This design comes from an exercise in tuning for small area and a short achievable clock period on the open sky130 flow, not from production work.
Only simulation tests tie the RTL to the original design; equivalence was not proved.

`design/flow/flow/run.sh`:
```
#!/bin/bash
# Standard ORFS layout with one extra step between synthesis and floorplan:
# flow/pol.py re-chooses the polarity of every full adder (a full adder is self-dual)
# so that Yosys' extract_fa leaves fewer inverters. Registers are not touched.
set -euo pipefail
R=$PWD/orfs/results/$FLOW_PLATFORM/dct_row_top/base
bash standard.sh "$R/1_2_yosys.v" > synth.log 2>&1
cp "$R/1_2_yosys.v" "$PWD/1_2_yosys.before_pol.v"
python3 flow/pol.py "$PWD/1_2_yosys.before_pol.v" "$R/1_2_yosys.v" > pol.log 2>&1
# clock tree: the standard arguments, without the dummy loads CTS adds for balancing
export CTS_ARGS="-sink_clustering_enable -repair_clock_nets -dont_use_dummy_load -buf_list sky130_fd_sc_hd__clkbuf_8"
bash standard.sh finish > layout.log 2>&1
```
`design/flow/flow/pol.py`:
```
#!/usr/bin/env python3
"""Full-adder polarity optimisation of a Yosys netlist (sky130hd cells).

A full adder is self-dual: FA(~a, ~b, ~c) = (~sum, ~cout). Yosys' extract_fa leaves many
inverters between full adders; this pass chooses, for each sky130_fd_sc_hd__fa_* cell, whether
it computes the true or the complemented function, so that as few inverters as possible are
needed, then rebuilds the inverters. The logic function of every register input and output port
is unchanged; no register is touched.

usage: pol.py IN.v OUT.v
"""
import re, sys, collections, random

OUT_PINS = {'X', 'Y', 'Q', 'Q_N', 'SUM', 'COUT', 'HI', 'LO'}

def main(src, dst):
    text = open(src).read()
    m = re.search(r'^\s*module\s+(\S+)\s*\((.*?)\);', text, re.M | re.S)
    head_end = m.end()
    end = text.rindex('endmodule')
    body = text[head_end:end]
    # split body into statements
    inst_re = re.compile(r'^(\s*)(sky130_fd_sc_hd__\w+)\s+(\S+)\s*\((.*?)\);\s*$', re.M | re.S)
    pin_re = re.compile(r'\.(\w+)\(\s*(.*?)\s*\)\s*(?:,|$)', re.S)
    cells = []
    decls = []
    pos = 0
    others = []
    for mm in inst_re.finditer(body):
        others.append(body[pos:mm.start()])
        pos = mm.end()
        typ, name, pins = mm.group(2), mm.group(3), mm.group(4)
        pl = []
        for pm in pin_re.finditer(pins.strip()):
            pl.append([pm.group(1), pm.group(2).strip()])
        cells.append({'type': typ, 'name': name, 'pins': pl})
    tail = body[pos:]
    # ports
    ports_out = set()
    for mm in re.finditer(r'^\s*output\s+(\[(\d+):(\d+)\]\s*)?(\S+?)\s*;', text, re.M):
        if mm.group(1):
            hi, lo = int(mm.group(2)), int(mm.group(3))
            for i in range(min(hi, lo), max(hi, lo) + 1):
                ports_out.add('%s[%d]' % (mm.group(4), i))
        else:
            ports_out.add(mm.group(4))
    assigns = re.findall(r'^\s*assign\s+(.*?)\s*=\s*(.*?)\s*;', body, re.M)
    assert not assigns, 'assign statements not handled: %r' % assigns[:3]

    def isinv(c):
        return re.fullmatch(r'sky130_fd_sc_hd__(clk)?inv_\d+', c['type']) is not None
    def isfa(c):
        return re.fullmatch(r'sky130_fd_sc_hd__fa_\d+', c['type']) is not None
    def isxor(c):
        return re.fullmatch(r'sky130_fd_sc_hd__x(n)?or[23]_\d+', c['type']) is not None

    driver = {}
    for ci, c in enumerate(cells):
        for p, n in c['pins']:
            if p in OUT_PINS:
                driver[n] = (ci, p)
    invin = {}
    for ci, c in enumerate(cells):
        if isinv(c):
            d = dict(c['pins'])
            invin[d['Y']] = d['A']
    def resolve(n):
        par = 0
        seen = 0
        while n in invin:
            n = invin[n]; par ^= 1; seen += 1
            assert seen < 100
        return n, par
    keep_inv = set()
    for ci, c in enumerate(cells):
        if isinv(c) and dict(c['pins'])['Y'] in ports_out:
            keep_inv.add(ci)
    fa_ids = [ci for ci, c in enumerate(cells) if isfa(c)]
    fa_of_base = {}
    for ci in fa_ids:
        for p, n in cells[ci]['pins']:
            if p in ('SUM', 'COUT'):
                fa_of_base[n] = ci
    # consumers: (cell index or None for port, pin index, base, parity)
    cons = collections.defaultdict(list)   # base -> list of (ci, pinidx, par)
    for ci, c in enumerate(cells):
        if isinv(c) and ci not in keep_inv:
            continue
        for k, (p, n) in enumerate(c['pins']):
            if p in OUT_PINS:
                continue
            b, par = resolve(n)
            cons[b].append((ci, k, par))
    xor_ids = [ci for ci, c in enumerate(cells) if isxor(c)]
    xor_of_base = {}
    for ci in xor_ids:
        for p, n in cells[ci]['pins']:
            if p in OUT_PINS:
                xor_of_base[n] = ci
    pol = {ci: 0 for ci in fa_ids}
    xpol = {ci: 0 for ci in xor_ids}
    def pdrv(b):
        ci = fa_of_base.get(b)
        if ci is not None: return pol[ci]
        ci = xor_of_base.get(b)
        if ci is not None: return xpol[ci]
        return 0
    def need(ci, par):
        return par ^ (pol[ci] if ci in pol else 0)
    def cost_base(b):
        pd = pdrv(b)
        return 1 if any(ci not in xpol and need(ci, par) != pd for ci, k, par in cons.get(b, [])) else 0
    # bases touched by each FA
    touch = collections.defaultdict(set)
    for ci in fa_ids:
        for p, n in cells[ci]['pins']:
            if p in ('SUM', 'COUT'):
                touch[ci].add(n)
            else:
                touch[ci].add(resolve(n)[0])
    for ci in xor_ids:
        for p, n in cells[ci]['pins']:
            if p in OUT_PINS:
                touch[ci].add(n)
    allbases = set(cons.keys())
    before = sum(1 for ci, c in enumerate(cells) if isinv(c))
    start = sum(cost_base(b) for b in allbases)
    rnd = random.Random(1)
    improved = True
    it = 0
    while improved and it < 50:
        improved = False
        it += 1
        order = fa_ids + xor_ids
        rnd.shuffle(order)
        for ci in order:
            t = touch[ci]
            d = pol if ci in pol else xpol
            c0 = sum(cost_base(b) for b in t)
            d[ci] ^= 1
            c1 = sum(cost_base(b) for b in t)
            if c1 < c0:
                improved = True
            elif c1 > c0 or rnd.random() < 0.5:
                d[ci] ^= 1
    # simulated annealing from the greedy result
    import math
    cur = sum(cost_base(b) for b in allbases)
    best_state = (dict(pol), dict(xpol), cur)
    allv = fa_ids + xor_ids
    T = 2.0
    for step in range(200000):
        ci = allv[rnd.randrange(len(allv))]
        t = touch[ci]
        d = pol if ci in pol else xpol
        c0 = sum(cost_base(b) for b in t)
        d[ci] ^= 1
        c1 = sum(cost_base(b) for b in t)
        delta = c1 - c0
        if delta <= 0 or rnd.random() < math.exp(-delta / T):
            cur += delta
            if cur < best_state[2]:
                best_state = (dict(pol), dict(xpol), cur)
        else:
            d[ci] ^= 1
        T = max(0.05, T * 0.99997)
    pol.clear(); pol.update(best_state[0]); xpol.clear(); xpol.update(best_state[1])
    final = sum(cost_base(b) for b in allbases)
    # rebuild
    newinv = {}
    out_cells = []
    nid = [0]
    newwires = []
    def invnet(b):
        if b not in newinv:
            nid[0] += 1
            w = 'pol_n%d' % nid[0]
            newwires.append(w)
            newinv[b] = w
        return newinv[b]
    for ci, c in enumerate(cells):
        if isinv(c) and ci not in keep_inv:
            continue
        if ci in xpol:
            # inputs straight from the base nets; the cell type absorbs every inversion
            t = 1 if 'xnor' in c['type'] else 0
            t ^= xpol[ci]
            pins = []
            outn = None
            for p, n in c['pins']:
                if p in OUT_PINS:
                    outn = n; continue
                b, par = resolve(n)
                t ^= par ^ pdrv(b)
                pins.append((p, b))
            m = re.fullmatch(r'sky130_fd_sc_hd__x(n)?or([23])_(\d+)', c['type'])
            typ = 'sky130_fd_sc_hd__%s%s_%s' % ('xnor' if t else 'xor', m.group(2), m.group(3))
            pins.append(('Y' if t else 'X', outn))
            out_cells.append((typ, c['name'], pins))
            continue
        pins = []
        for p, n in c['pins']:
            if p in OUT_PINS:
                pins.append((p, n)); continue
            b, par = resolve(n)
            q = need(ci, par)
            if q == pdrv(b):
                pins.append((p, b))
            else:
                pins.append((p, invnet(b)))
        out_cells.append((c['type'], c['name'], pins))
    for b, w in newinv.items():
        nid[0] += 1
        out_cells.append(('sky130_fd_sc_hd__inv_1', 'pol_inv%d' % nid[0], [('A', b), ('Y', w)]))
    lines = [text[:head_end]]
    lines.append(''.join(others[:1]))
    for w in newwires:
        lines.append('  wire %s;\n' % w)
    for typ, name, pins in out_cells:
        lines.append('  %s %s (\n%s\n  );\n' % (typ, name, ',\n'.join('    .%s(%s)' % (p, n + ' ' if n.startswith('\\') else n) for p, n in pins)))
    lines.append(tail)
    lines.append(text[end:])
    open(dst, 'w').write(''.join(lines))
    flipped = sum(pol.values()) + sum(xpol.values())
    sys.stderr.write('pol: inverters %d -> %d (needed before opt %d), %d of %d full adders flipped\n'
                     % (before, final + len(keep_inv), start, flipped, len(fa_ids)))

if __name__ == '__main__':
    main(sys.argv[1], sys.argv[2])
```
`design/flow/standard.sh`:
```
#!/bin/bash
# synth_recipe.tcl (not shown) runs the flow's synth.tcl, then flattens the netlist and writes it again
# the make line also repeats each setting of config.mk as NAME=value (left out here)
make -C /OpenROAD-flow-scripts/flow DESIGN_CONFIG=/design/flow/config.mk WORK_HOME=/design/flow/orfs CLKGATE_MAP_FILE= SYNTH_SCRIPT=/design/flow/synth_recipe.tcl "${@:-finish}"
```
`design/flow/config.mk`:
```
export PLATFORM = sky130hd
export DESIGN_NAME = dct_row_top
export DESIGN_NICKNAME = dct_row_top
export VERILOG_FILES = /design/flow/design.v
export SDC_FILE = /design/flow/constraint.sdc
export NUM_CORES = 4
export LEC_CHECK = 0
export CAP_MARGIN = 20
export CORE_MARGIN = 2
export CORE_UTILIZATION = 80
export PLACE_DENSITY = 0.92
export SETUP_SLACK_MARGIN = 3.4
export SLEW_MARGIN = 20
```
`design/flow/constraint.sdc`:
```
create_clock -name core_clock -period 6.0 [get_ports {clk_i}]
set_input_delay 1.2000 -clock core_clock [delete_from_list [all_inputs] [get_ports {clk_i}]]
set_output_delay 1.2000 -clock core_clock [all_outputs]
set_load 0.01 [all_outputs]
```
`design/flow/design.v`:
```
`timescale 1ns/1ps
`default_nettype none
module dct_row_top (
  input  logic        clk_i,
  input  logic        rst_i,
  input  logic        px_valid_i,
  input  logic [7:0]  px_data_i,
  output logic        coef_valid_o,
  output logic [11:0] coef_data_o,
  output logic [2:0]  coef_index_o
);
logic [2:0] px_cnt;
logic [7:0] xs0, xs1, xs2, xs3, xs4, xs5, xs6;
logic [7:0] y0, y1, y2, y3, y4, y5, y6, y7;
logic       row_done;
assign row_done = px_valid_i & (&px_cnt);
always_ff @(posedge clk_i, posedge rst_i)
  if (rst_i) px_cnt <= 3'd0;
  else if (px_valid_i) px_cnt <= px_cnt + 3'd1;
always_ff @(posedge clk_i)
  if (px_valid_i) begin
    xs0 <= px_data_i; xs1 <= xs0; xs2 <= xs1; xs3 <= xs2; xs4 <= xs3; xs5 <= xs4; xs6 <= xs5;
  end
always_ff @(posedge clk_i)
  if (row_done) begin
    y0 <= xs6; y1 <= xs5; y2 <= xs4; y3 <= xs3; y4 <= xs2; y5 <= xs1; y6 <= xs0; y7 <= px_data_i;
  end
logic       busy;
logic [2:0] kc, kc_nx;
logic [3:0] n1, n2, ci, n1_nx, n2_nx, ci_nx;
assign kc_nx = row_done ? 3'd0 : kc + 3'd1;
always_comb begin
  case (kc_nx)
    3'd0: begin n1_nx = 4'b0000; n2_nx = 4'b0000; ci_nx = 4'b0000; end
    3'd1: begin n1_nx = 4'b0000; n2_nx = 4'b1111; ci_nx = 4'b1111; end
    3'd2: begin n1_nx = 4'b1100; n2_nx = 4'b1100; ci_nx = 4'b1100; end
    3'd3: begin n1_nx = 4'b1110; n2_nx = 4'b0001; ci_nx = 4'b1111; end
    3'd4: begin n1_nx = 4'b0110; n2_nx = 4'b0110; ci_nx = 4'b0110; end
    3'd5: begin n1_nx = 4'b0010; n2_nx = 4'b1101; ci_nx = 4'b1111; end
    3'd6: begin n1_nx = 4'b1010; n2_nx = 4'b1010; ci_nx = 4'b1010; end
    3'd7: begin n1_nx = 4'b1010; n2_nx = 4'b0101; ci_nx = 4'b1111; end
    default: begin n1_nx = 4'b0000; n2_nx = 4'b0000; ci_nx = 4'b0000; end
  endcase
end
always_ff @(posedge clk_i, posedge rst_i)
  if (rst_i) begin busy <= 1'b0; kc <= 3'd0; end
  else if (row_done) begin busy <= 1'b1; kc <= 3'd0; end
  else if (busy) begin kc <= kc + 3'd1; if (&kc) busy <= 1'b0; end
always_ff @(posedge clk_i) begin
  n1 <= n1_nx; n2 <= n2_nx; ci <= ci_nx;
end
logic [8:0] u0, u1, u2, u3;
logic ca, cb;           
logic oddu, o1, o3, o5, o7;    
logic ep_a, ep_b, eq_a, eq_b, er_a, er_b, es_a, es_b;
logic [2:0] ku;
logic       vu;
always_ff @(posedge clk_i) begin
  u0 <= 9'(y0 ^ {8{n1[0]}}) + 9'(y7 ^ {8{n2[0]}}) + 9'(ci[0]);
  u1 <= 9'(y1 ^ {8{n1[1]}}) + 9'(y6 ^ {8{n2[1]}}) + 9'(ci[1]);
  u2 <= 9'(y2 ^ {8{n1[2]}}) + 9'(y5 ^ {8{n2[2]}}) + 9'(ci[2]);
  u3 <= 9'(y3 ^ {8{n1[3]}}) + 9'(y4 ^ {8{n2[3]}}) + 9'(ci[3]);
  ku <= kc;
  ca <= (kc == 3'd2) | (kc == 3'd6); cb <= (kc == 3'd2) | (kc == 3'd6);
  oddu <= kc[0];
  ep_a <= (kc == 3'd0) | (kc == 3'd2) | (kc == 3'd4);
  ep_b <= (kc == 3'd6);
  eq_a <= (kc == 3'd6);
  eq_b <= (kc == 3'd0) | (kc == 3'd2) | (kc == 3'd4);
  er_a <= (kc == 3'd6);
  er_b <= (kc == 3'd2);
  es_a <= (kc == 3'd0) | (kc == 3'd2) | (kc == 3'd4);
  es_b <= (kc == 3'd6);
  o1 <= (kc == 3'd1); o3 <= (kc == 3'd3); o5 <= (kc == 3'd5); o7 <= (kc == 3'd7);
end
always_ff @(posedge clk_i, posedge rst_i)
  if (rst_i) vu <= 1'b0; else vu <= busy;
logic [9:0] al, be;
logic [9:0] vp;
logic [9:0] vq;
logic [9:0] vr;
logic [9:0] vs;
logic c_k0, c_k4, c_k26, c_odd;    
logic       vv;
assign al = 10'(u0) + 10'(u3) + 10'(ca);
assign be = 10'(u1) + 10'(u2) + 10'(cb);
logic [8:0] pm_p;
assign pm_p = ({9{o1}} & u0) | ({9{o3}} & u2) | ({9{o5}} & u1) | ({9{o7}} & u3);
logic [8:0] pm_q;
assign pm_q = ({9{o1}} & u1) | ({9{o3}} & u0) | ({9{o5}} & u3) | ({9{o7}} & u2);
logic [8:0] pm_r;
assign pm_r = ({9{o1}} & u2) | ({9{o3}} & u3) | ({9{o5}} & u0) | ({9{o7}} & u1);
logic [8:0] pm_s;
assign pm_s = ({9{o1}} & u3) | ({9{o3}} & u1) | ({9{o5}} & u2) | ({9{o7}} & u0);
always_ff @(posedge clk_i) begin
  vp <= ({10{oddu}} & {1'b0, pm_p}) | ({10{ep_a}} & al) | ({10{ep_b}} & be);
  vq <= ({10{oddu}} & {1'b0, pm_q}) | ({10{eq_a}} & al) | ({10{eq_b}} & be);
  vr <= ({10{oddu}} & {1'b0, pm_r}) | ({10{er_a}} & al) | ({10{er_b}} & be);
  vs <= ({10{oddu}} & {1'b0, pm_s}) | ({10{es_a}} & al) | ({10{es_b}} & be);
  c_k0 <= (ku == 3'd0); c_k4 <= (ku == 3'd4); c_k26 <= (ku == 3'd2) | (ku == 3'd6); c_odd <= ku[0];
end
always_ff @(posedge clk_i, posedge rst_i)
  if (rst_i) vv <= 1'b0; else vv <= vu;
logic row_p0_en;
logic row_p0_ng;
logic [9:0] row_p0;
assign row_p0 = ((vp & {10{row_p0_en}}) ^ {10{row_p0_ng}});
logic [9:0] row_p1;
assign row_p1 = ~vp;
logic row_p3_ng;
logic [9:0] row_p3;
assign row_p3 = (vp ^ {10{row_p3_ng}});
logic [9:0] row_p9;
assign row_p9 = vp;
logic row_q1_en;
logic [9:0] row_q1;
assign row_q1 = (vq & {10{row_q1_en}});
logic [9:0] row_q3;
assign row_q3 = vq;
logic row_q5_ng;
logic [9:0] row_q5;
assign row_q5 = (vq ^ {10{row_q5_ng}});
logic [9:0] row_q7;
assign row_q7 = ~vq;
logic row_q9_en;
logic [9:0] row_q9;
assign row_q9 = (vq & {10{row_q9_en}});
logic [9:0] row_r2;
assign row_r2 = ~vr;
logic [9:0] row_r5;
assign row_r5 = vr;
logic [9:0] row_r8;
assign row_r8 = vr;
logic [9:0] row_s2;
assign row_s2 = vs;
logic [9:0] row_s5;
assign row_s5 = ~vs;
logic row_s7_en;
logic row_s7_ng;
logic [9:0] row_s7;
assign row_s7 = ((vs & {10{row_s7_en}}) ^ {10{row_s7_ng}});
always_ff @(posedge clk_i) begin
  row_p0_en <= (ku == 3'd2) | (ku == 3'd6);
  row_p0_ng <= (ku == 3'd2) | (ku == 3'd6);
  row_p3_ng <= ~((ku == 3'd0) | (ku == 3'd4));
  row_q1_en <= ~((ku == 3'd2) | (ku == 3'd6));
  row_q5_ng <= (ku == 3'd0) | (ku == 3'd4);
  row_q9_en <= ~((ku == 3'd2) | (ku == 3'd6));
  row_s7_en <= ~((ku == 3'd2) | (ku == 3'd6));
  row_s7_ng <= (ku == 3'd0) | (ku == 3'd4);
end
logic [21:0] kconst;
assign kconst[0] = (c_k26);
assign kconst[1] = 1'b1;
assign kconst[2] = ~(c_k4);
assign kconst[3] = ~(c_k0);
assign kconst[4] = (c_k4);
assign kconst[5] = (c_k26 | c_odd);
assign kconst[6] = (c_k0);
assign kconst[7] = (c_k26 | c_odd);
assign kconst[8] = (c_k0);
assign kconst[9] = ~(c_k26);
assign kconst[10] = (c_k4 | c_k26);
assign kconst[11] = ~(c_k4);
assign kconst[12] = 1'b0;
assign kconst[13] = (c_k0 | c_odd);
assign kconst[14] = (c_k0 | c_k4);
assign kconst[15] = (c_k0);
assign kconst[16] = (c_k4);
assign kconst[17] = (c_k0);
assign kconst[18] = (c_k4);
assign kconst[19] = ~(c_k4);
assign kconst[20] = 1'b1;
assign kconst[21] = 1'b1;
wire cs1 = row_p1[7] ^ row_q3[5];
wire cc1 = row_p1[7] & row_q3[5];
wire cs2 = row_p1[8] ^ row_p9[0] ^ row_q3[6];
wire cc2 = (row_p1[8] & row_p9[0]) | (row_p1[8] & row_q3[6]) | (row_p9[0] & row_q3[6]);
wire cs3 = row_q7[2] ^ row_r2[7] ^ row_r5[4];
wire cc3 = (row_q7[2] & row_r2[7]) | (row_q7[2] & row_r5[4]) | (row_r2[7] & row_r5[4]);
wire cs4 = row_p1[9] ^ row_p9[1] ^ row_q3[7];
wire cc4 = (row_p1[9] & row_p9[1]) | (row_p1[9] & row_q3[7]) | (row_p9[1] & row_q3[7]);
wire cs5 = row_q7[3] ^ row_r2[8] ^ row_r5[5];
wire cc5 = (row_q7[3] & row_r2[8]) | (row_q7[3] & row_r5[5]) | (row_r2[8] & row_r5[5]);
wire cs6 = row_p9[2] ^ row_q3[8] ^ row_q7[4];
wire cc6 = (row_p9[2] & row_q3[8]) | (row_p9[2] & row_q7[4]) | (row_q3[8] & row_q7[4]);
wire cs7 = row_p1[4] ^ row_q3[2] ^ row_r2[3];
wire cc7 = (row_p1[4] & row_q3[2]) | (row_p1[4] & row_r2[3]) | (row_q3[2] & row_r2[3]);
wire cs8 = row_p1[5] ^ row_q3[3] ^ row_r2[4];
wire cc8 = (row_p1[5] & row_q3[3]) | (row_p1[5] & row_r2[4]) | (row_q3[3] & row_r2[4]);
wire cs9 = row_r5[1] ^ row_s2[4];
wire cc9 = row_r5[1] & row_s2[4];
wire cs10 = row_p1[6] ^ row_q3[4] ^ row_q7[0];
wire cc10 = (row_p1[6] & row_q3[4]) | (row_p1[6] & row_q7[0]) | (row_q3[4] & row_q7[0]);
wire cs11 = row_r2[5] ^ row_r5[2] ^ row_s2[5];
wire cc11 = (row_r2[5] & row_r5[2]) | (row_r2[5] & row_s2[5]) | (row_r5[2] & row_s2[5]);
wire cs12 = row_s5[2] ^ row_p0[7] ^ row_p3[4];
wire cc12 = (row_s5[2] & row_p0[7]) | (row_s5[2] & row_p3[4]) | (row_p0[7] & row_p3[4]);
wire cs13 = row_q7[1] ^ row_r2[6] ^ row_r5[3];
wire cc13 = (row_q7[1] & row_r2[6]) | (row_q7[1] & row_r5[3]) | (row_r2[6] & row_r5[3]);
wire cs14 = row_r8[0] ^ row_s2[6] ^ row_s5[3];
wire cc14 = (row_r8[0] & row_s2[6]) | (row_r8[0] & row_s5[3]) | (row_s2[6] & row_s5[3]);
wire cs15 = cs1 ^ row_p0[8] ^ row_p3[5];
wire cc15 = (cs1 & row_p0[8]) | (cs1 & row_p3[5]) | (row_p0[8] & row_p3[5]);
wire cs16 = row_q1[7] ^ row_q5[3];
wire cc16 = row_q1[7] & row_q5[3];
wire cs17 = row_r8[1] ^ row_s2[7] ^ row_s5[4];
wire cc17 = (row_r8[1] & row_s2[7]) | (row_r8[1] & row_s5[4]) | (row_s2[7] & row_s5[4]);
wire cs18 = cc1 ^ row_p0[9] ^ row_p3[6];
wire cc18 = (cc1 & row_p0[9]) | (cc1 & row_p3[6]) | (row_p0[9] & row_p3[6]);
wire cs19 = row_q1[8] ^ row_q5[4] ^ row_q9[0];
wire cc19 = (row_q1[8] & row_q5[4]) | (row_q1[8] & row_q9[0]) | (row_q5[4] & row_q9[0]);
wire cs20 = row_s7[2] ^ kconst[9] ^ cs2;
wire cc20 = (row_s7[2] & kconst[9]) | (row_s7[2] & cs2) | (kconst[9] & cs2);
wire cs21 = row_r8[2] ^ row_s2[8] ^ row_s5[5];
wire cc21 = (row_r8[2] & row_s2[8]) | (row_r8[2] & row_s5[5]) | (row_s2[8] & row_s5[5]);
wire cs22 = row_p3[7] ^ row_q1[9] ^ row_q5[5];
wire cc22 = (row_p3[7] & row_q1[9]) | (row_p3[7] & row_q5[5]) | (row_q1[9] & row_q5[5]);
wire cs23 = row_q9[1] ^ row_s7[3] ^ kconst[10];
wire cc23 = (row_q9[1] & row_s7[3]) | (row_q9[1] & kconst[10]) | (row_s7[3] & kconst[10]);
wire cs24 = cc2 ^ cc3 ^ cs4;
wire cc24 = (cc2 & cc3) | (cc2 & cs4) | (cc3 & cs4);
wire cs25 = row_r2[9] ^ row_r5[6] ^ row_r8[3];
wire cc25 = (row_r2[9] & row_r5[6]) | (row_r2[9] & row_r8[3]) | (row_r5[6] & row_r8[3]);
wire cs26 = row_s2[9] ^ row_s5[6] ^ row_p3[8];
wire cc26 = (row_s2[9] & row_s5[6]) | (row_s2[9] & row_p3[8]) | (row_s5[6] & row_p3[8]);
wire cs27 = row_q5[6] ^ row_q9[2] ^ row_s7[4];
wire cc27 = (row_q5[6] & row_q9[2]) | (row_q5[6] & row_s7[4]) | (row_q9[2] & row_s7[4]);
wire cs28 = kconst[11] ^ cc4 ^ cc5;
wire cc28 = (kconst[11] & cc4) | (kconst[11] & cc5) | (cc4 & cc5);
wire cs29 = row_p9[3] ^ row_q3[9] ^ row_q7[5];
wire cc29 = (row_p9[3] & row_q3[9]) | (row_p9[3] & row_q7[5]) | (row_q3[9] & row_q7[5]);
wire cs30 = row_r5[7] ^ row_r8[4] ^ row_s5[7];
wire cc30 = (row_r5[7] & row_r8[4]) | (row_r5[7] & row_s5[7]) | (row_r8[4] & row_s5[7]);
wire cs31 = row_p3[9] ^ row_q5[7] ^ row_q9[3];
wire cc31 = (row_p3[9] & row_q5[7]) | (row_p3[9] & row_q9[3]) | (row_q5[7] & row_q9[3]);
wire cs32 = row_p9[4] ^ row_q7[6] ^ row_r5[8];
wire cc32 = (row_p9[4] & row_q7[6]) | (row_p9[4] & row_r5[8]) | (row_q7[6] & row_r5[8]);
wire cs33 = row_r8[5] ^ row_s5[8];
wire cc33 = row_r8[5] & row_s5[8];
wire cs34 = row_p9[5] ^ row_q7[7] ^ row_r5[9];
wire cc34 = (row_p9[5] & row_q7[7]) | (row_p9[5] & row_r5[9]) | (row_q7[7] & row_r5[9]);
wire cs35 = row_p1[2] ^ row_q3[0] ^ row_r2[1];
wire cc35 = (row_p1[2] & row_q3[0]) | (row_p1[2] & row_r2[1]) | (row_q3[0] & row_r2[1]);
wire cs36 = row_p1[3] ^ row_q3[1] ^ row_r2[2];
wire cc36 = (row_p1[3] & row_q3[1]) | (row_p1[3] & row_r2[2]) | (row_q3[1] & row_r2[2]);
wire cs37 = row_s2[2] ^ row_p0[4];
wire cc37 = row_s2[2] & row_p0[4];
wire cs38 = row_r5[0] ^ row_s2[3] ^ row_s5[0];
wire cc38 = (row_r5[0] & row_s2[3]) | (row_r5[0] & row_s5[0]) | (row_s2[3] & row_s5[0]);
wire cs39 = row_p0[5] ^ row_p3[2] ^ row_q1[4];
wire cc39 = (row_p0[5] & row_p3[2]) | (row_p0[5] & row_q1[4]) | (row_p3[2] & row_q1[4]);
wire cs40 = row_q5[0] ^ kconst[5];
wire cc40 = row_q5[0] & kconst[5];
wire cs41 = row_s5[1] ^ cs9 ^ row_p0[6];
wire cc41 = (row_s5[1] & cs9) | (row_s5[1] & row_p0[6]) | (cs9 & row_p0[6]);
wire cs42 = row_p3[3] ^ row_q1[5] ^ row_q5[1];
wire cc42 = (row_p3[3] & row_q1[5]) | (row_p3[3] & row_q5[1]) | (row_q1[5] & row_q5[1]);
wire cs43 = kconst[6] ^ cc7 ^ cs8;
wire cc43 = (kconst[6] & cc7) | (kconst[6] & cs8) | (cc7 & cs8);
wire cs44 = cc9 ^ row_q1[6] ^ row_q5[2];
wire cc44 = (cc9 & row_q1[6]) | (cc9 & row_q5[2]) | (row_q1[6] & row_q5[2]);
wire cs45 = row_s7[0] ^ kconst[7] ^ cc8;
wire cc45 = (row_s7[0] & kconst[7]) | (row_s7[0] & cc8) | (kconst[7] & cc8);
wire cs46 = cs10 ^ cs11 ^ cs12;
wire cc46 = (cs10 & cs11) | (cs10 & cs12) | (cs11 & cs12);
wire cs47 = row_s7[1] ^ kconst[8] ^ cc10;
wire cc47 = (row_s7[1] & kconst[8]) | (row_s7[1] & cc10) | (kconst[8] & cc10);
wire cs48 = cc11 ^ cs13 ^ cs14;
wire cc48 = (cc11 & cs13) | (cc11 & cs14) | (cs13 & cs14);
wire cs49 = cs16 ^ cc12 ^ cs15;
wire cc49 = (cs16 & cc12) | (cs16 & cs15) | (cc12 & cs15);
wire cs50 = cc13 ^ cc14 ^ cs17;
wire cc50 = (cc13 & cc14) | (cc13 & cs17) | (cc14 & cs17);
wire cs51 = cs3 ^ cc16 ^ cc15;
wire cc51 = (cs3 & cc16) | (cs3 & cc15) | (cc16 & cc15);
wire cs52 = cs18 ^ cs19 ^ cs20;
wire cc52 = (cs18 & cs19) | (cs18 & cs20) | (cs19 & cs20);
wire cs53 = cc17 ^ cs21 ^ cs5;
wire cc53 = (cc17 & cs21) | (cc17 & cs5) | (cs21 & cs5);
wire cs54 = cc18 ^ cc19 ^ cs22;
wire cc54 = (cc18 & cc19) | (cc18 & cs22) | (cc19 & cs22);
wire cs55 = cs23 ^ cc20 ^ cs24;
wire cc55 = (cs23 & cc20) | (cs23 & cs24) | (cc20 & cs24);
wire cs56 = cc21 ^ cs25 ^ cs6;
wire cc56 = (cc21 & cs25) | (cc21 & cs6) | (cs25 & cs6);
wire cs57 = cc22 ^ cs26 ^ cs27;
wire cc57 = (cc22 & cs26) | (cc22 & cs27) | (cs26 & cs27);
wire cs58 = cc23 ^ cc24 ^ cs28;
wire cc58 = (cc23 & cc24) | (cc23 & cs28) | (cc24 & cs28);
wire cs59 = row_s7[5] ^ cc25 ^ cc6;
wire cc59 = (row_s7[5] & cc25) | (row_s7[5] & cc6) | (cc25 & cc6);
wire cs60 = cs29 ^ cs30 ^ cc26;
wire cc60 = (cs29 & cs30) | (cs29 & cc26) | (cs30 & cc26);
wire cs61 = cc27 ^ cs31 ^ cc28;
wire cc61 = (cc27 & cs31) | (cc27 & cc28) | (cs31 & cc28);
wire cs62 = cs33 ^ row_q5[8] ^ row_q9[4];
wire cc62 = (cs33 & row_q5[8]) | (cs33 & row_q9[4]) | (row_q5[8] & row_q9[4]);
wire cs63 = row_s7[6] ^ kconst[13] ^ cc29;
wire cc63 = (row_s7[6] & kconst[13]) | (row_s7[6] & cc29) | (kconst[13] & cc29);
wire cs64 = cc30 ^ cs32 ^ cc31;
wire cc64 = (cc30 & cs32) | (cc30 & cc31) | (cs32 & cc31);
wire cs65 = row_r8[6] ^ row_s5[9] ^ cc33;
wire cc65 = (row_r8[6] & row_s5[9]) | (row_r8[6] & cc33) | (row_s5[9] & cc33);
wire cs66 = row_q5[9] ^ row_q9[5] ^ row_s7[7];
wire cc66 = (row_q5[9] & row_q9[5]) | (row_q5[9] & row_s7[7]) | (row_q9[5] & row_s7[7]);
wire cs67 = kconst[14] ^ cc32 ^ cs34;
wire cc67 = (kconst[14] & cc32) | (kconst[14] & cs34) | (cc32 & cs34);
wire cs68 = row_p9[6] ^ row_q7[8] ^ row_r8[7];
wire cc68 = (row_p9[6] & row_q7[8]) | (row_p9[6] & row_r8[7]) | (row_q7[8] & row_r8[7]);
wire cs69 = row_q9[6] ^ row_s7[8] ^ kconst[15];
wire cc69 = (row_q9[6] & row_s7[8]) | (row_q9[6] & kconst[15]) | (row_s7[8] & kconst[15]);
wire cs70 = row_p9[7] ^ row_q7[9] ^ row_r8[8];
wire cc70 = (row_p9[7] & row_q7[9]) | (row_p9[7] & row_r8[8]) | (row_q7[9] & row_r8[8]);
wire cs71 = row_p1[1] ^ row_r2[0] ^ row_s2[0];
wire cc71 = (row_p1[1] & row_r2[0]) | (row_p1[1] & row_s2[0]) | (row_r2[0] & row_s2[0]);
wire cs72 = row_s2[1] ^ row_p0[3] ^ row_p3[0];
wire cc72 = (row_s2[1] & row_p0[3]) | (row_s2[1] & row_p3[0]) | (row_p0[3] & row_p3[0]);
wire cs73 = row_q1[2] ^ kconst[3];
wire cc73 = row_q1[2] & kconst[3];
wire cs74 = row_p3[1] ^ row_q1[3] ^ kconst[4];
wire cc74 = (row_p3[1] & row_q1[3]) | (row_p3[1] & kconst[4]) | (row_q1[3] & kconst[4]);
wire cs75 = cc35 ^ cs36 ^ cs37;
wire cc75 = (cc35 & cs36) | (cc35 & cs37) | (cs36 & cs37);
wire cs76 = cc36 ^ cs38 ^ cs7;
wire cc76 = (cc36 & cs38) | (cc36 & cs7) | (cs38 & cs7);
wire cs77 = cc37 ^ cs40 ^ cs39;
wire cc77 = (cc37 & cs40) | (cc37 & cs39) | (cs40 & cs39);
wire cs78 = cc38 ^ cc40 ^ cc39;
wire cc78 = (cc38 & cc40) | (cc38 & cc39) | (cc40 & cc39);
wire cs79 = cs41 ^ cs42 ^ cs43;
wire cc79 = (cs41 & cs42) | (cs41 & cs43) | (cs42 & cs43);
wire cs80 = cc41 ^ cc42 ^ cs44;
wire cc80 = (cc41 & cc42) | (cc41 & cs44) | (cc42 & cs44);
wire cs81 = cc43 ^ cs45 ^ cs46;
wire cc81 = (cc43 & cs45) | (cc43 & cs46) | (cs45 & cs46);
wire cs82 = cc44 ^ cc45 ^ cs47;
wire cc82 = (cc44 & cc45) | (cc44 & cs47) | (cc45 & cs47);
wire cs83 = cs48 ^ cc46 ^ cs49;
wire cc83 = (cs48 & cc46) | (cs48 & cs49) | (cc46 & cs49);
wire cs84 = cc47 ^ cc48 ^ cs50;
wire cc84 = (cc47 & cc48) | (cc47 & cs50) | (cc48 & cs50);
wire cs85 = cc49 ^ cs51 ^ cs52;
wire cc85 = (cc49 & cs51) | (cc49 & cs52) | (cs51 & cs52);
wire cs86 = cc50 ^ cs53 ^ cc51;
wire cc86 = (cc50 & cs53) | (cc50 & cc51) | (cs53 & cc51);
wire cs87 = cs54 ^ cc52 ^ cs55;
wire cc87 = (cs54 & cc52) | (cs54 & cs55) | (cc52 & cs55);
wire cs88 = cc53 ^ cs56 ^ cc54;
wire cc88 = (cc53 & cs56) | (cc53 & cc54) | (cs56 & cc54);
wire cs89 = cs57 ^ cc55 ^ cs58;
wire cc89 = (cs57 & cc55) | (cs57 & cs58) | (cc55 & cs58);
wire cs90 = cc56 ^ cs59 ^ cc57;
wire cc90 = (cc56 & cs59) | (cc56 & cc57) | (cs59 & cc57);
wire cs91 = cs60 ^ cc58 ^ cs61;
wire cc91 = (cs60 & cc58) | (cs60 & cs61) | (cc58 & cs61);
wire cs92 = cs62 ^ cc59 ^ cs63;
wire cc92 = (cs62 & cc59) | (cs62 & cs63) | (cc59 & cs63);
wire cs93 = cc60 ^ cs64 ^ cc61;
wire cc93 = (cc60 & cs64) | (cc60 & cc61) | (cs64 & cc61);
wire cs94 = cs65 ^ cc62 ^ cs66;
wire cc94 = (cs65 & cc62) | (cs65 & cs66) | (cc62 & cs66);
wire cs95 = cc63 ^ cs67 ^ cc64;
wire cc95 = (cc63 & cs67) | (cc63 & cc64) | (cs67 & cc64);
wire cs96 = cc34 ^ cs68 ^ cc65;
wire cc96 = (cc34 & cs68) | (cc34 & cc65) | (cs68 & cc65);
wire cs97 = cc66 ^ cs69 ^ cc67;
wire cc97 = (cc66 & cs69) | (cc66 & cc67) | (cs69 & cc67);
wire cs98 = row_q9[7] ^ row_s7[9] ^ kconst[16];
wire cc98 = (row_q9[7] & row_s7[9]) | (row_q9[7] & kconst[16]) | (row_s7[9] & kconst[16]);
wire cs99 = cc68 ^ cs70 ^ cc69;
wire cc99 = (cc68 & cs70) | (cc68 & cc69) | (cs70 & cc69);
wire cs100 = row_p9[8] ^ row_r8[9] ^ row_q9[8];
wire cc100 = (row_p9[8] & row_r8[9]) | (row_p9[8] & row_q9[8]) | (row_r8[9] & row_q9[8]);
wire cs101 = kconst[17] ^ cc70;
wire cc101 = kconst[17] & cc70;
wire cs102 = row_p9[9] ^ row_q9[9];
wire cc102 = row_p9[9] & row_q9[9];
logic cq_0_0;
always_ff @(posedge clk_i) cq_0_0 <= row_p0[0];
logic cq_0_1;
always_ff @(posedge clk_i) cq_0_1 <= kconst[0];
logic cq_1_1;
always_ff @(posedge clk_i) cq_1_1 <= row_p1[0];
logic cq_1_2;
always_ff @(posedge clk_i) cq_1_2 <= row_p0[1];
logic cq_1_3;
always_ff @(posedge clk_i) cq_1_3 <= row_q1[0];
logic cq_2_0;
always_ff @(posedge clk_i) cq_2_0 <= cs71;
logic cq_2_1;
always_ff @(posedge clk_i) cq_2_1 <= row_p0[2];
logic cq_2_2;
always_ff @(posedge clk_i) cq_2_2 <= row_q1[1];
logic cq_2_3;
always_ff @(posedge clk_i) cq_2_3 <= kconst[2];
logic cq_3_0;
always_ff @(posedge clk_i) cq_3_0 <= cc71;
logic cq_3_1;
always_ff @(posedge clk_i) cq_3_1 <= cs72;
logic cq_3_2;
always_ff @(posedge clk_i) cq_3_2 <= cs73;
logic cq_3_3;
always_ff @(posedge clk_i) cq_3_3 <= cs35;
logic cq_4_0;
always_ff @(posedge clk_i) cq_4_0 <= cc72;
logic cq_4_1;
always_ff @(posedge clk_i) cq_4_1 <= cc73;
logic cq_4_2;
always_ff @(posedge clk_i) cq_4_2 <= cs74;
logic cq_4_3;
always_ff @(posedge clk_i) cq_4_3 <= cs75;
logic cq_5_0;
always_ff @(posedge clk_i) cq_5_0 <= cc74;
logic cq_5_1;
always_ff @(posedge clk_i) cq_5_1 <= cc75;
logic cq_5_2;
always_ff @(posedge clk_i) cq_5_2 <= cs76;
logic cq_5_3;
always_ff @(posedge clk_i) cq_5_3 <= cs77;
logic cq_6_0;
always_ff @(posedge clk_i) cq_6_0 <= cc76;
logic cq_6_1;
always_ff @(posedge clk_i) cq_6_1 <= cc77;
logic cq_6_2;
always_ff @(posedge clk_i) cq_6_2 <= cs78;
logic cq_6_3;
always_ff @(posedge clk_i) cq_6_3 <= cs79;
logic cq_7_0;
always_ff @(posedge clk_i) cq_7_0 <= cc78;
logic cq_7_1;
always_ff @(posedge clk_i) cq_7_1 <= cc79;
logic cq_7_2;
always_ff @(posedge clk_i) cq_7_2 <= cs80;
logic cq_7_3;
always_ff @(posedge clk_i) cq_7_3 <= cs81;
logic cq_8_0;
always_ff @(posedge clk_i) cq_8_0 <= cc80;
logic cq_8_1;
always_ff @(posedge clk_i) cq_8_1 <= cc81;
logic cq_8_2;
always_ff @(posedge clk_i) cq_8_2 <= cs82;
logic cq_8_3;
always_ff @(posedge clk_i) cq_8_3 <= cs83;
logic cq_9_0;
always_ff @(posedge clk_i) cq_9_0 <= cc82;
logic cq_9_1;
always_ff @(posedge clk_i) cq_9_1 <= cc83;
logic cq_9_2;
always_ff @(posedge clk_i) cq_9_2 <= cs84;
logic cq_9_3;
always_ff @(posedge clk_i) cq_9_3 <= cs85;
logic cq_10_0;
always_ff @(posedge clk_i) cq_10_0 <= cc84;
logic cq_10_1;
always_ff @(posedge clk_i) cq_10_1 <= cc85;
logic cq_10_2;
always_ff @(posedge clk_i) cq_10_2 <= cs86;
logic cq_10_3;
always_ff @(posedge clk_i) cq_10_3 <= cs87;
logic cq_11_0;
always_ff @(posedge clk_i) cq_11_0 <= cc86;
logic cq_11_1;
always_ff @(posedge clk_i) cq_11_1 <= cc87;
logic cq_11_2;
always_ff @(posedge clk_i) cq_11_2 <= cs88;
logic cq_11_3;
always_ff @(posedge clk_i) cq_11_3 <= cs89;
logic cq_12_0;
always_ff @(posedge clk_i) cq_12_0 <= cc88;
logic cq_12_1;
always_ff @(posedge clk_i) cq_12_1 <= cc89;
logic cq_12_2;
always_ff @(posedge clk_i) cq_12_2 <= cs90;
logic cq_12_3;
always_ff @(posedge clk_i) cq_12_3 <= cs91;
logic cq_13_0;
always_ff @(posedge clk_i) cq_13_0 <= cc90;
logic cq_13_1;
always_ff @(posedge clk_i) cq_13_1 <= cc91;
logic cq_13_2;
always_ff @(posedge clk_i) cq_13_2 <= cs92;
logic cq_13_3;
always_ff @(posedge clk_i) cq_13_3 <= cs93;
logic cq_14_0;
always_ff @(posedge clk_i) cq_14_0 <= cc92;
logic cq_14_1;
always_ff @(posedge clk_i) cq_14_1 <= cc93;
logic cq_14_2;
always_ff @(posedge clk_i) cq_14_2 <= cs94;
logic cq_14_3;
always_ff @(posedge clk_i) cq_14_3 <= cs95;
logic cq_15_0;
always_ff @(posedge clk_i) cq_15_0 <= cc94;
logic cq_15_1;
always_ff @(posedge clk_i) cq_15_1 <= cc95;
logic cq_15_2;
always_ff @(posedge clk_i) cq_15_2 <= cs96;
logic cq_15_3;
always_ff @(posedge clk_i) cq_15_3 <= cs97;
logic cq_16_0;
always_ff @(posedge clk_i) cq_16_0 <= cc96;
logic cq_16_1;
always_ff @(posedge clk_i) cq_16_1 <= cc97;
logic cq_16_2;
always_ff @(posedge clk_i) cq_16_2 <= cs98;
logic cq_16_3;
always_ff @(posedge clk_i) cq_16_3 <= cs99;
logic cq_17_0;
always_ff @(posedge clk_i) cq_17_0 <= cc98;
logic cq_17_1;
always_ff @(posedge clk_i) cq_17_1 <= cc99;
logic cq_17_2;
always_ff @(posedge clk_i) cq_17_2 <= cs100;
logic cq_17_3;
always_ff @(posedge clk_i) cq_17_3 <= cs101;
logic cq_18_0;
always_ff @(posedge clk_i) cq_18_0 <= cc100;
logic cq_18_1;
always_ff @(posedge clk_i) cq_18_1 <= cc101;
logic cq_18_2;
always_ff @(posedge clk_i) cq_18_2 <= cs102;
logic cq_18_3;
always_ff @(posedge clk_i) cq_18_3 <= kconst[18];
logic cq_19_0;
always_ff @(posedge clk_i) cq_19_0 <= cc102;
logic cq_19_1;
always_ff @(posedge clk_i) cq_19_1 <= kconst[19];
logic vc;
always_ff @(posedge clk_i, posedge rst_i)
  if (rst_i) vc <= 1'b0; else vc <= vv;
wire cs103 = 1'b1 ^ cq_1_1;
wire cc103 = 1'b1 & cq_1_1;
wire cs104 = cq_2_0 ^ cq_2_1 ^ cq_2_2;
wire cc104 = (cq_2_0 & cq_2_1) | (cq_2_0 & cq_2_2) | (cq_2_1 & cq_2_2);
wire cs105 = cq_3_0 ^ cq_3_1 ^ cq_3_2;
wire cc105 = (cq_3_0 & cq_3_1) | (cq_3_0 & cq_3_2) | (cq_3_1 & cq_3_2);
wire cs106 = cq_4_0 ^ cq_4_1 ^ cq_4_2;
wire cc106 = (cq_4_0 & cq_4_1) | (cq_4_0 & cq_4_2) | (cq_4_1 & cq_4_2);
wire cs107 = cq_5_0 ^ cq_5_1 ^ cq_5_2;
wire cc107 = (cq_5_0 & cq_5_1) | (cq_5_0 & cq_5_2) | (cq_5_1 & cq_5_2);
wire cs108 = cq_6_0 ^ cq_6_1 ^ cq_6_2;
wire cc108 = (cq_6_0 & cq_6_1) | (cq_6_0 & cq_6_2) | (cq_6_1 & cq_6_2);
wire cs109 = cq_7_0 ^ cq_7_1 ^ cq_7_2;
wire cc109 = (cq_7_0 & cq_7_1) | (cq_7_0 & cq_7_2) | (cq_7_1 & cq_7_2);
wire cs110 = cq_8_0 ^ cq_8_1 ^ cq_8_2;
wire cc110 = (cq_8_0 & cq_8_1) | (cq_8_0 & cq_8_2) | (cq_8_1 & cq_8_2);
wire cs111 = cq_9_0 ^ cq_9_1 ^ cq_9_2;
wire cc111 = (cq_9_0 & cq_9_1) | (cq_9_0 & cq_9_2) | (cq_9_1 & cq_9_2);
wire cs112 = cq_10_0 ^ cq_10_1 ^ cq_10_2;
wire cc112 = (cq_10_0 & cq_10_1) | (cq_10_0 & cq_10_2) | (cq_10_1 & cq_10_2);
wire cs113 = cq_11_0 ^ cq_11_1 ^ cq_11_2;
wire cc113 = (cq_11_0 & cq_11_1) | (cq_11_0 & cq_11_2) | (cq_11_1 & cq_11_2);
wire cs114 = cq_12_0 ^ cq_12_1 ^ cq_12_2;
wire cc114 = (cq_12_0 & cq_12_1) | (cq_12_0 & cq_12_2) | (cq_12_1 & cq_12_2);
wire cs115 = cq_13_0 ^ cq_13_1 ^ cq_13_2;
wire cc115 = (cq_13_0 & cq_13_1) | (cq_13_0 & cq_13_2) | (cq_13_1 & cq_13_2);
wire cs116 = cq_14_0 ^ cq_14_1 ^ cq_14_2;
wire cc116 = (cq_14_0 & cq_14_1) | (cq_14_0 & cq_14_2) | (cq_14_1 & cq_14_2);
wire cs117 = cq_15_0 ^ cq_15_1 ^ cq_15_2;
wire cc117 = (cq_15_0 & cq_15_1) | (cq_15_0 & cq_15_2) | (cq_15_1 & cq_15_2);
wire cs118 = cq_16_0 ^ cq_16_1 ^ cq_16_2;
wire cc118 = (cq_16_0 & cq_16_1) | (cq_16_0 & cq_16_2) | (cq_16_1 & cq_16_2);
wire cs119 = cq_17_0 ^ cq_17_1 ^ cq_17_2;
wire cc119 = (cq_17_0 & cq_17_1) | (cq_17_0 & cq_17_2) | (cq_17_1 & cq_17_2);
wire cs120 = cq_18_0 ^ cq_18_1 ^ cq_18_2;
wire cc120 = (cq_18_0 & cq_18_1) | (cq_18_0 & cq_18_2) | (cq_18_1 & cq_18_2);
wire cs121 = cq_1_2 ^ cq_1_3;
wire cc121 = cq_1_2 & cq_1_3;
wire cs122 = cq_2_3 ^ cc103 ^ cs104;
wire cc122 = (cq_2_3 & cc103) | (cq_2_3 & cs104) | (cc103 & cs104);
wire cs123 = cq_3_3 ^ cc104 ^ cs105;
wire cc123 = (cq_3_3 & cc104) | (cq_3_3 & cs105) | (cc104 & cs105);
wire cs124 = cq_4_3 ^ cc105 ^ cs106;
wire cc124 = (cq_4_3 & cc105) | (cq_4_3 & cs106) | (cc105 & cs106);
wire cs125 = cq_5_3 ^ cc106 ^ cs107;
wire cc125 = (cq_5_3 & cc106) | (cq_5_3 & cs107) | (cc106 & cs107);
wire cs126 = cq_6_3 ^ cc107 ^ cs108;
wire cc126 = (cq_6_3 & cc107) | (cq_6_3 & cs108) | (cc107 & cs108);
wire cs127 = cq_7_3 ^ cc108 ^ cs109;
wire cc127 = (cq_7_3 & cc108) | (cq_7_3 & cs109) | (cc108 & cs109);
wire cs128 = cq_8_3 ^ cc109 ^ cs110;
wire cc128 = (cq_8_3 & cc109) | (cq_8_3 & cs110) | (cc109 & cs110);
wire cs129 = cq_9_3 ^ cc110 ^ cs111;
wire cc129 = (cq_9_3 & cc110) | (cq_9_3 & cs111) | (cc110 & cs111);
wire cs130 = cq_10_3 ^ cc111 ^ cs112;
wire cc130 = (cq_10_3 & cc111) | (cq_10_3 & cs112) | (cc111 & cs112);
wire cs131 = cq_11_3 ^ cc112 ^ cs113;
wire cc131 = (cq_11_3 & cc112) | (cq_11_3 & cs113) | (cc112 & cs113);
wire cs132 = cq_12_3 ^ cc113 ^ cs114;
wire cc132 = (cq_12_3 & cc113) | (cq_12_3 & cs114) | (cc113 & cs114);
wire cs133 = cq_13_3 ^ cc114 ^ cs115;
wire cc133 = (cq_13_3 & cc114) | (cq_13_3 & cs115) | (cc114 & cs115);
wire cs134 = cq_14_3 ^ cc115 ^ cs116;
wire cc134 = (cq_14_3 & cc115) | (cq_14_3 & cs116) | (cc115 & cs116);
wire cs135 = cq_15_3 ^ cc116 ^ cs117;
wire cc135 = (cq_15_3 & cc116) | (cq_15_3 & cs117) | (cc116 & cs117);
wire cs136 = cq_16_3 ^ cc117 ^ cs118;
wire cc136 = (cq_16_3 & cc117) | (cq_16_3 & cs118) | (cc117 & cs118);
wire cs137 = cq_17_3 ^ cc118 ^ cs119;
wire cc137 = (cq_17_3 & cc118) | (cq_17_3 & cs119) | (cc118 & cs119);
wire cs138 = cq_18_3 ^ cc119 ^ cs120;
wire cc138 = (cq_18_3 & cc119) | (cq_18_3 & cs120) | (cc119 & cs120);
wire cs139 = cq_19_0 ^ cq_19_1 ^ cc120;
wire cc139 = (cq_19_0 & cq_19_1) | (cq_19_0 & cc120) | (cq_19_1 & cc120);
logic [10:0] lowsum;
assign lowsum = {1'b0, cc128, cc127, cc126, cc125, cc124, cc123, cc122, cc121, cs121, cq_0_0} + {1'b0, cs129, cs128, cs127, cs126, cs125, cs124, cs123, cs122, cs103, cq_0_1};
logic cr_lowc;
always_ff @(posedge clk_i) cr_lowc <= lowsum[10];
logic cr_10_0;
always_ff @(posedge clk_i) cr_10_0 <= cc129;
logic cr_10_1;
always_ff @(posedge clk_i) cr_10_1 <= cs130;
logic cr_11_0;
always_ff @(posedge clk_i) cr_11_0 <= cc130;
logic cr_11_1;
always_ff @(posedge clk_i) cr_11_1 <= cs131;
logic cr_12_0;
always_ff @(posedge clk_i) cr_12_0 <= cc131;
logic cr_12_1;
always_ff @(posedge clk_i) cr_12_1 <= cs132;
logic cr_13_0;
always_ff @(posedge clk_i) cr_13_0 <= cc132;
logic cr_13_1;
always_ff @(posedge clk_i) cr_13_1 <= cs133;
logic cr_14_0;
always_ff @(posedge clk_i) cr_14_0 <= cc133;
logic cr_14_1;
always_ff @(posedge clk_i) cr_14_1 <= cs134;
logic cr_15_0;
always_ff @(posedge clk_i) cr_15_0 <= cc134;
logic cr_15_1;
always_ff @(posedge clk_i) cr_15_1 <= cs135;
logic cr_16_0;
always_ff @(posedge clk_i) cr_16_0 <= cc135;
logic cr_16_1;
always_ff @(posedge clk_i) cr_16_1 <= cs136;
logic cr_17_0;
always_ff @(posedge clk_i) cr_17_0 <= cc136;
logic cr_17_1;
always_ff @(posedge clk_i) cr_17_1 <= cs137;
logic cr_18_0;
always_ff @(posedge clk_i) cr_18_0 <= cc137;
logic cr_18_1;
always_ff @(posedge clk_i) cr_18_1 <= cs138;
logic cr_19_0;
always_ff @(posedge clk_i) cr_19_0 <= cc138;
logic cr_19_1;
always_ff @(posedge clk_i) cr_19_1 <= cs139;
logic cr_20_0;
always_ff @(posedge clk_i) cr_20_0 <= cc139;
logic vc2;
always_ff @(posedge clk_i, posedge rst_i)
  if (rst_i) vc2 <= 1'b0; else vc2 <= vc;
logic [21:0] fa, fb, fsum;
assign fa = {1'b1, cr_20_0, cr_19_0, cr_18_0, cr_17_0, cr_16_0, cr_15_0, cr_14_0, cr_13_0, cr_12_0, cr_11_0, cr_10_0, 1'b0, 1'b0, 1'b0, 1'b0, 1'b0, 1'b0, 1'b0, 1'b0, 1'b0, 1'b0};
assign fb = {1'b0, 1'b1, cr_19_1, cr_18_1, cr_17_1, cr_16_1, cr_15_1, cr_14_1, cr_13_1, cr_12_1, cr_11_1, cr_10_1, 1'b0, 1'b0, 1'b0, 1'b0, 1'b0, 1'b0, 1'b0, 1'b0, 1'b0, 1'b0};
logic [12:0] fhi;
assign fhi = {fa[21:10], 1'b1} + {fb[21:10], cr_lowc};
assign fsum = {fhi[12:1], 10'd0};
always_ff @(posedge clk_i) coef_data_o <= fsum[21:10];
always_ff @(posedge clk_i, posedge rst_i)
  if (rst_i) coef_valid_o <= 1'b0; else coef_valid_o <= vc2;
always_ff @(posedge clk_i, posedge rst_i)
  if (rst_i) coef_index_o <= 3'd0; else if (coef_valid_o) coef_index_o <= coef_index_o + 3'd1;
endmodule
`default_nettype wire
```
==> summary.txt, run 1 <==
Setup path
  – R2r endpoint: cq_9_3
  – Crit. End Element: primary output
  – Worst-path cell chain: clkdlybuf4s50_1
  – Crit path to: coef_data_o[3]
  – CP Depth: 1
  – CP max FO: 1
  – Element type at the critical path start: flip-flop
  – WP buf/inv: 1
  – Critical path class: flip-flop to primary output
  – Reg-to-Reg Start: vp[0]
  – Worst R2R Setup Slack: 3440 ps
  – R2R cell count: 4
  – CP max stage delay: 520 ps
  – Critical Path RT: 4800 ps
  – Crit path DAT: 1370 ps
  – Worst path slowest cell: clkdlybuf4s50_1
  – Critical Path Start: coef_data_o[3]
  – Delay-heaviest family, CP: buffers and inverters

Timing
  – Final critical-path share of the clock period: 42.8%
  – Layout Skew: 43.1 ps
  – FMAX: 0.389 GHz
  – TNS Setup: 0 ps
  – RSZ-0062 raised after global routing: true
  – Final hold viol count: 0
  – Max Slew Vio Count: 0
  – Min cycle time layout: 2570 ps
  – Slew @ Worst Pin: 825 ps
  – Slew margin rel.: 44.9%
  – Final Setup Violations: 0

Floorplan
  – Area of the die: 21500 sq um
  – Rows: 52
  – Chip Width: 147 um
  – Starting Density: 81.0%
  – Top Ports: 27
  – Die Span Y: 147 um
  – Core area: 20100 sq um

Synthesis
  – Synthesized area per cell: 13.2 sq um
  – Cell area after synthesis: 16300 sq um
  – Net count after synthesis: 1477
  – Warning count from the yosys run: 1
  – Mapped Cells: 1238

Placed design
  – Routability cong.: 0.925
  – Dpl cells: 1499
  – Hpwl dp: 25.3 mm
  – Port Buffer Count: 26

Cells and area
  – Filler cell count: 847
  – Area Growth Syn to Fin: 8.38%
  – Final cell count without fillers: 1552
  – Layout cell share with drive strength beyond 1: 9.44%
  – Diode count: 0
  – Number of nets in the layout: 1523

Drt
  – Via count: 9814
  – DR iter-0 viols: 771
  – Drc violations: 0
  – Total Wirelength: 36.2 mm
  – Post-DRT Antenna Nets: 0
  – Vias per cell: 6.32
  – Detailed Routing Iterations Pass 1: 7
  – Average wire per standard cell: 23.3 um

Clocking
  – Clk root buf: clkbuf_8
  – CTS Sinks: 346
  – CTS tree: built
  – TritonCTS buffer count: 50
  – H-tree depth: 2
  – Clk slew on worst S/H paths: 60 ps
  – Worst-skew pair later-pin latency: 560 ps
  – Clock Path Buffers: 3

Worst hold path
  – Min-Delay Startpoint: vu
  – Worst Hold Class: flip-flop to flip-flop

Global route
  – Vias in the first global route: 10500
  – Gr usage total: 34.1%
  – GRT Residual Overflow: 0
  – Antenna violations before repair: 1
  – First-pass GRT wire length: 55.7 mm
  – Largest net degree at the start of global routing: 60

Run
  – Max cap viols: 0

Status
  – Status: timing/DRC/antenna clean
==> state kept, by name, indices dropped and copies added, names as in the netlist, 9 cells and up <==
name	flops
u0	9
u1	9
vr	10
coef_data_o	12
u2	9
vq	10
u3	9
vs	9
vp	10
==> area by class of cell <==
| cell class | instances | area (sq um) | area share, % |
|---|---|---|---|
| Sequential cell | 346 | 8240 | 46.6 |
| Inverter | 89 | 338 | 1.91 |
| Multi-Input combinational cell | 764 | 7740 | 43.8 |
| Timing Repair Buffer | 33 | 322 | 1.82 |
| Clock buffer | 50 | 688 | 3.90 |
| Tap cell | 270 | 338 | 1.91 |
==> timing repair <==
action                                  4_1_cts  5_1_grt
endpoints found under the hold margin         0        0
pin swaps                                     6       15
setup buffers                                 0        3
endpoints found under the setup margin       32       27
resized for setup                            26       33
hold buffers                                  0        0
==> cell usage in the layout, fill, tap and decap left out, drive strengths merged, types with 7 or more instances in the layout <==
cell type        n
xnor2           40
clkbuf          50
a211oi           9
edfxtp         120
dfrtp           15
a21o            13
and2             9
buf              8
a21boi          14
dlymetal6s2s     8
o21ai           44
nor2            30
a21oi           33
ha              88
xor2            91
fa             140
o21bai           7
a22o            28
clkdlybuf4s50   12
inv             88
nor2b           18
dfxtp          211
a22oi           57
a221o           17
nand2           71
==> metal layers <==
metal / vias up / track usage, % / routed length [um] / part of all wire (%)
met1: 4883 / 37.9 / 12700 / 35
met4: 0 / 15.5 / 1820 / 5.0
met2: 475 / 64.8 / 19800 / 55
met3: 132 / 4.72 / 1890 / 5.2
met5: - / 0 / 0 / 0
li1: 4324 / - / - / -
==> through the flow <==
step                instance area, sq um  hold slack, ps  util [%]  setup slack, ps
floorplan                          16300             331         -             3090
detailed placement                 16800             336      83.5             3100
global placement                   16800             332      83.5             3180
CTS                                17500             355      87.2             3350
finish                             17700             350      87.8             3430
global route                       17700             366      87.8             3330
==> worst reg2reg max path, cell delays in order (launching register included) <==
cell	delay [ps]
dfxtp_1	540
fa_1	490
fa_1	460
fa_1	520
fa_1	420
==> worst min-delay path by stage <==
stage / endpoint / slack (ps) / cells after the start
after floorplan: coef_valid_o / 330 / 0
after global placement: coef_valid_o / 330 / 0
after detailed placement: vv / 340 / 0
after CTS: vv / 350 / 0
after global routing: vc / 370 / 0
final: vv / 350 / 0
==> inputs of run 2 (changes only) <==
--- a/design/flow/config.mk
+++ b/design/flow/config.mk
@@ -8,6 +8,6 @@
 export CAP_MARGIN = 20
 export CORE_MARGIN = 2
-export CORE_UTILIZATION = 80
-export PLACE_DENSITY = 0.92
+export CORE_UTILIZATION = 65
+export PLACE_DENSITY = 0.8
 export SETUP_SLACK_MARGIN = 3.4
 export SLEW_MARGIN = 20
==> run 2 against run 1 <==
Compared with the run above: largest cell class unchanged; flip-flop and latch count did not move; cell count rose by 3.5%; still clean on timing, DRC and antenna; highest routed layer unchanged; via count fell by 7.6%; hold slack got worse by 5.0 ps; clock-buffer cell count rose by 3; register-to-register slack improved by 20 ps.
==> summary.txt, run 2 <==
Status
  – Status: timing/DRC/antenna clean

Global route
  – Vias in the first global route: 9663 (-7.7%)
  – Antenna violations before repair: 0 (-1)
  – Gr usage total: 23.7% (-10 points)
  – Largest net degree at the start of global routing: 60 (unchanged)
  – GRT Residual Overflow: 0 (unchanged)
  – First-pass GRT wire length: 48.2 mm (-13%)

Worst hold path
  – Worst Hold Class: flip-flop to flip-flop
  – Min-Delay Startpoint: vc2

Floorplan
  – Chip Width: 162 um (+11%)
  – Core area: 24500 sq um (+22%)
  – Starting Density: 66.6% (-14 points)
  – Area of the die: 26400 sq um (+22%)
  – Rows: 57 (+9.6%)
  – Die Span Y: 162 um (+11%)
  – Top Ports: 27 (unchanged)

Placed design
  – Port Buffer Count: 26 (unchanged)
  – Hpwl dp: 23.1 mm (-8.7%)
  – Routability cong.: 0.886 (-4.2%)
  – Place WS: 3120 ps (+26.4 ps)
  – Placed cell areas: 16900 sq um (+0.40%)

Synthesis
  – Synthesized area per cell: 13.2 sq um (unchanged)
  – Cell area after synthesis: 16300 sq um (unchanged)
  – Warning count from the yosys run: 1 (unchanged)
  – Mapped Cells: 1238 (unchanged)
  – Net count after synthesis: 1477 (unchanged)

Drt
  – Vias per cell: 5.65 (-11%)
  – Drc violations: 0 (unchanged)
  – Total Wirelength: 29.9 mm (-17%)
  – Average wire per standard cell: 18.6 um (-20%)
  – Via count: 9069 (-7.6%)
  – Post-DRT Antenna Nets: 0 (unchanged)
  – Detailed Routing Iterations Pass 1: 4 (-3)
  – DR iter-0 viols: 412 (-47%)

Timing
  – Smallest setup slack after layout: 3460 ps (+30.2 ps)
  – Min cycle time layout: 2540 ps (-30.2 ps)
  – Final Setup Violations: 0 (unchanged)
  – Final hold viol count: 0 (unchanged)
  – Final critical-path share of the clock period: 42.3% (-0.50 points)
  – Max Slew Vio Count: 0 (unchanged)
  – Final hold slack: 346 ps (-4.96 ps)
  – Slew @ Worst Pin: 785 ps (-40.5 ps)
  – TNS Setup: 0 ps (unchanged)
  – Slew margin rel.: 47.6% (+2.7 points)
  – FMAX: 0.394 GHz (+1.2%)
  – Layout Skew: 52.3 ps (+9.27 ps)
  – RSZ-0062 raised after global routing: true

Cells and area
  – Commonest cells after routing, fill and taps aside: 196 x dfxtp_1, 134 x fa_1, 120 x edfxtp_1
  – Layout cell share with drive strength beyond 1: 8.89% (-0.55 points)
  – Number of nets in the layout: 1523 (unchanged)
  – Commonest non-fill, non-tap cell in the layout: dfxtp_1
  – Area Growth Syn to Fin: 8.48% (about the same)
  – Max reg flops: 12 (unchanged)
  – Filler cell count: 1676 (+98%)
  – Biggest register: coef_data_o
  – Diode count: 0 (unchanged)
  – Post-route cell area: 17700 sq um (about the same)

Setup path
  – CP max FO: 5 (+4)
  – CP dominant cell by count: fa_2
  – Crit path DAT: 2970 ps (+1600 ps)
  – Critical path class: flip-flop to flip-flop
  – Critical Path Start: u2[0]
  – Element type at the critical path start: flip-flop
  – Worst-path cell chain: fa_2 > fa_2 > inv_1 > nor2b_1 > o211ai_1 > a21boi_1 > o41ai_2 > xnor2_2 > a221o_1
  – Crit. End Element: flip-flop
  – CP max stage delay: 390 ps (-130 ps)
  – Critical Path RT: 6430 ps (+1630 ps)
  – Worst path slowest cell: fa_2
  – Reg-to-Reg Start: u2[0]

Clocking
  – Cts hold-fix bufs: 0 (unchanged)
  – CTS Sinks: 346 (unchanged)
  – Clock Path Buffers: 3 (unchanged)
  – Post-CTS setup buffers: 0 (unchanged)
  – H-tree depth: 2 (unchanged)
  – Worst-skew pair later-pin latency: 570 ps (about the same)
  – Clk slew on worst S/H paths: 50 ps (about the same)
  – TritonCTS buffer count: 53 (+6.0%)
  – CTS tree: built
  – Clk root buf: clkbuf_8

Run
  – Max cap viols: 0 (unchanged)
## run 2: cell count changes in the layout (fill, tap and decap cells not counted), moves of 2 or more
cell | before | now
dlymetal6s2s_1 | 8 | 0
clkdlybuf4s50_1 | 12 | 9
fa_2 | 8 | 6
fa_1 | 132 | 134
clkbuf_8 | 50 | 53
dlygate4sd2_1 | 5 | 16
dfxtp_1 | 194 | 196
buf_4 | 7 | 4
## run 2: final timing paths
path	cells past startpoint	endpoint	slack [ps]
min reg2reg	0	coef_valid_o	350
max	9	vp[8]	3460
max in group asynchronous	2	px_cnt[0]	4600
max reg2reg	9	vp[8]	3460
min	0	coef_valid_o	350
min in group asynchronous	2	coef_index_o[2]	990
## run 2: final cells by class
cell class	instances	area, sq um	share of cell area (%)
flip-flops and latches	346	8230	46.6
multi-input cells	764	7710	43.6
clock buffers	53	729	4.13
well taps	324	405	2.29
inverters	89	338	1.91
repair buffers	30	265	1.50
## run 2: critical path: cells and delay by family (launching register included)
kind            cells  cell delay, ps
xor+xnor            1             140
flops               1             370
simple gates        1              50
compound gates      4            1020
buf+inv             1              60
fa+ha+maj           2             760
## run 2: through the flow
step	instances	util [%]
floorplan	1238	-
global placement	1553	68.9
detailed placement	1553	68.9
CTS	1606	71.9
global route	1606	72.3
finish	1606	72.3
## run 2: what timing repair did
item,CTS,global route
pin swaps,3,3
resized for setup,30,22
endpoints found under the setup margin,36,20
hold endpoints to repair,0,0
## run 2: routing by layer
| metal | GRT usage [%] | vias to the layer above | wire, um |
|---|---|---|---|
| li1 | - | 4324 | - |
| met1 | 27.7 | 4429 | 11900 |
| met2 | 43.6 | 226 | 15700 |
| met3 | 3.23 | 90 | 1150 |
| met4 | 10.5 | 0 | 1260 |
| met5 | 0 | - | 0 |

separate check: timing with driven ports:
No port has a modelled driver above. Below, the same layouts with a new extraction and two added sets of constraints. Step 1 sets driving cells, clkbuf_16 on the clock port and buf_2 on the other inputs (assumed; they add their load-dependent delay and slew). Step 2, shift: input delay + t, output delay - t, t = (earliest + latest rising clock arrival at the registers) / 2. This alone moves slack from input paths to output paths. Three values: ideal ports, drivers, drivers and shift; two values: the first two.
| run | t (ns) | slack for setup (ns) | worst setup path after step 2 | clock arrival spread, ns | worst data-port slew with drivers (ns) |
|---|---|---|---|---|---|
| run 1 | 0.592 | 3.430 / 3.387 / 3.021 | input to register | 0.067 / 0.066 | 0.09 |
| run 2 | 0.592 | 3.460 / 3.460 / 3.124 | input to register | 0.058 / 0.058 | 0.05 |
After both steps every run listed still meets setup and hold. For run 1, which loses most, drivers alone change the setup slack by -0.043 ns; drivers and shift together by -0.409 ns.
